Source: an optimization exercise on an open RTL-to-GDS flow (aim: small area). Production flows keep margins and buffers that such runs may drop.
Only simulation tests tie the RTL to the original design; equivalence was not proved.
No activity file was given, so power comes from the tool's default toggle rates.

Setup of oak:
## cpu_core
module cpu_core (
	input  wire logic                  clk,
	input  wire logic                  resetn,
	output logic                       inst_req,
	output logic                       inst_wr,
	output logic [1:0]                 inst_size,
	output logic [32-1:0]      inst_addr,
	output logic [32-1:0]      inst_wdata,
	input  wire logic                  inst_addr_ok,
	input  wire logic                  inst_data_ok,
	input  wire logic [32-1:0] inst_rdata,
	output logic [32-1:0]      debug_wb_pc,
	output logic [3:0]                 debug_wb_rf_wen,
	output logic [4:0]                 debug_wb_rf_wnum,
	output logic [32-1:0]      debug_wb_rf_wdata
);
==> flow/config.mk <==
export PLATFORM = sky130hd
export DESIGN_NAME = cpu_core
export DESIGN_NICKNAME = cpu_core
export VERILOG_FILES = /design/flow/design.v
export SDC_FILE = /design/flow/constraint.sdc
export NUM_CORES = 4
export LEC_CHECK = 0
export CAP_MARGIN = 10
export CORE_MARGIN = 2
export CORE_UTILIZATION = 65
export CTS_BUF_LIST = sky130_fd_sc_hd__clkbuf_8
export CTS_CLUSTER_DIAMETER = 50
export CTS_CLUSTER_SIZE = 16
export PLACE_DENSITY = 0.75
export SETUP_SLACK_MARGIN = 0.1
export SLEW_MARGIN = 10
export SYNTH_HIERARCHICAL = 1
==> flow/constraint.sdc <==
create_clock -name core_clock -period 6.0 [get_ports {clk}]
set_input_delay 1.2000 -clock core_clock [delete_from_list [all_inputs] [get_ports {clk}]]
set_output_delay 1.2000 -clock core_clock [all_outputs]
set_load 0.01 [all_outputs]
run.sh (not shown) runs the stock make flow with config.mk's settings and CLKGATE_MAP_FILE= SYNTH_SCRIPT=/design/flow/synth_recipe.tcl, a recipe that flattens the netlist after the stock synthesis.
Input changes introduced in pine (baseline for comparison: oak):
Settings: CTS_CLUSTER_DIAMETER: 50 -> unset; CTS_BUF_LIST: sky130_fd_sc_hd__clkbuf_8 -> unset; CTS_CLUSTER_SIZE: 16 -> unset.
==> flow/flow/run.sh (new file) <==
#!/bin/bash
# The standard layout (standard.sh, with the standard synthesis
# unchanged), with two changes to how the layout is made:
#  - clock tree: clkbuf_8 buffers, leaf clusters of at most 16 sinks within
#    50 um, and no dummy loads
#  - port buffers: buf_1 (every input and output port still gets one)
# make's full output goes to standard_flow.log in this folder; each ORFS
# step also keeps its own log under orfs/logs/.
set -euo pipefail
here=$(pwd)
export CTS_ARGS="-sink_clustering_enable -repair_clock_nets -dont_use_dummy_load -buf_list sky130_fd_sc_hd__clkbuf_8 -sink_clustering_size 16 -sink_clustering_max_diameter 50"
export BUFFER_PORTS_ARGS="-buffer_cell sky130_fd_sc_hd__buf_1"
bash standard.sh > "$here/standard_flow.log" 2>&1
==> flow/standard.sh (new file) <==
#!/bin/bash
# synth_recipe.tcl (not shown) runs the flow's synth.tcl, then flattens the netlist and writes it again
# the make line also repeats each setting of config.mk as NAME=value (left out here)
make -C /OpenROAD-flow-scripts/flow DESIGN_CONFIG=/design/flow/config.mk WORK_HOME=/design/flow/orfs CLKGATE_MAP_FILE= SYNTH_SCRIPT=/design/flow/synth_recipe.tcl "${@:-finish}"
removed: flow/run.sh
### Flow results
Compared with oak, pine shows share of power burned in combinational logic lower by 0.2 points. Average wire per cell in the routed design (higher): oak. pine against oak: clock buffer count has decreased; global-route wire length before repair now sits lower. Compared with oak, pine instantiates a smaller number of standard cells. Reported for oak and pine, multiplexer fraction of the synthesized cell area turned out identical to the last digit. Initial cell density of the core: pine vs oak identical. Compared with oak, pine shows a combined global-route utilization of all metal layers that is 1.3 points lower. The estimated power of pine ends up lower than the estimate for oak. Final design area excluding fillers was lower in the run labelled pine. Between oak and pine, the total wire length is higher for oak.

========
violet:
Another version of the RTL of cpu_core (not shown whole).
Size in the first run: roughly 1100 flip-flops, ~180 I/O pins, ~0.033 mm^2 of cells after synthesis.
Settings: LEC_CHECK=0, CAP_MARGIN=10, CORE_MARGIN=2, CORE_UTILIZATION=65, PLACE_DENSITY=0.7, SETUP_SLACK_MARGIN=0.1, SLEW_MARGIN=10, SYNTH_HIERARCHICAL=1; clock period 6.0 ns.
standard.sh (not shown) runs the stock make flow with config.mk's settings and CLKGATE_MAP_FILE= SYNTH_SCRIPT=/design/flow/synth_recipe.tcl, a recipe that flattens the netlist after the stock synthesis.
==> flow/flow/run.sh <==
#!/bin/bash
# The standard layout (standard.sh, with the standard synthesis
# unchanged), with three changes to how the layout is made:
#  - clock tree: clkbuf_4 buffers, leaf clusters of at most 11 sinks within
#    45 um, and no dummy loads
#  - port buffers: buf_1 (every input and output port still gets one, except
#    the constant outputs, which the standard flow leaves unbuffered too)
#  - tie cells: each synthesis tie cell is kept as it is, not copied once
#    per load
# make's full output goes to standard_flow.log in this folder; each ORFS
# step also keeps its own log under orfs/logs/.
set -euo pipefail
here=$(pwd)
export CTS_ARGS="-sink_clustering_enable -repair_clock_nets -dont_use_dummy_load -buf_list sky130_fd_sc_hd__clkbuf_4 -sink_clustering_size 11 -sink_clustering_max_diameter 45"
export BUFFER_PORTS_ARGS="-buffer_cell sky130_fd_sc_hd__buf_1"
export SKIP_REPAIR_TIE_FANOUT=1
bash standard.sh > "$here/standard_flow.log" 2>&1
### violet -> cedar
- swapping 0.7 for 0.75 in PLACE_DENSITY
--- a/flow/flow/run.sh
+++ b/flow/flow/run.sh
@@ -3 +3 @@
-# unchanged), with three changes to how the layout is made:
+# unchanged), with two changes to how the layout is made:
@@ -6,4 +6 @@
-#  - port buffers: buf_1 (every input and output port still gets one, except
-#    the constant outputs, which the standard flow leaves unbuffered too)
-#  - tie cells: each synthesis tie cell is kept as it is, not copied once
-#    per load
+#  - port buffers: buf_1 (every input and output port still gets one)
@@ -16 +12,0 @@
-export SKIP_REPAIR_TIE_FANOUT=1
--- outcome ---
[cedar] total instance count after detailed placement rose 1.0% relative to violet
Of cedar and violet, the lower total area of multi-input combinational cells belongs to violet.
Diff cedar and violet: wire length on met3 higher in violet
As far as number of pins exceeding their max-slew limit in the final report goes, violet and cedar are indistinguishable; the numbers are identical.
Against violet, global-route wire length before repair in cedar fell slightly.
Taking violet as the reference, in cedar number of buffers created by CTS now sits higher; cell internal power dissipation now sits at about the same level; power now sits at about the same level.
~same combinational share of power in cedar and violet
Going from violet to cedar, the area added between synthesis and finish was found to have gone up by 0.35 points.
Side by side, final-layout clock buffer total turned out higher in cedar than in violet.

## re-timing with driven ports
The flow's constraints put no driver on any port. The routed layouts listed below were extracted and timed again, unchanged, in two steps. Step 1 (the two cells are an assumption about what drives the block):
set clk [get_ports {clk}]
set_driving_cell -lib_cell sky130_fd_sc_hd__clkbuf_16 $clk
set_driving_cell -lib_cell sky130_fd_sc_hd__buf_2 [delete_from_list [all_inputs] $clk]
Step 2 adds t to the input delays and takes it off the output delays; t is the mean of the earliest and latest rising clock arrival at the registers after step 1. Input paths then give back, and output paths get back, about the clock's delay inside the block. Slacks: ideal ports / drivers / drivers and shift; pairs: ideal ports / drivers.
| run | t, ns | slack for setup (ns) | worst setup path at the end | slew at the worst register clock pin (ns) | worst slew at a driven data input, ns |
|---|---|---|---|---|---|
| oak | 0.798 | 0.836 / 0.836 / 0.836 | register to register | 0.10 / 0.10 | 0.04 |
| pine | 0.730 | 1.058 / 1.058 / 1.058 | register to register | 0.10 / 0.10 | 0.04 |
| violet | 0.944 | 0.698 / 0.698 / 0.698 | register to register | 0.12 / 0.12 | 0.06 |
| cedar | 0.954 | 0.795 / 0.795 / 0.795 | register to register | 0.12 / 0.12 | 0.05 |
After both steps setup and hold are still met in every run listed.
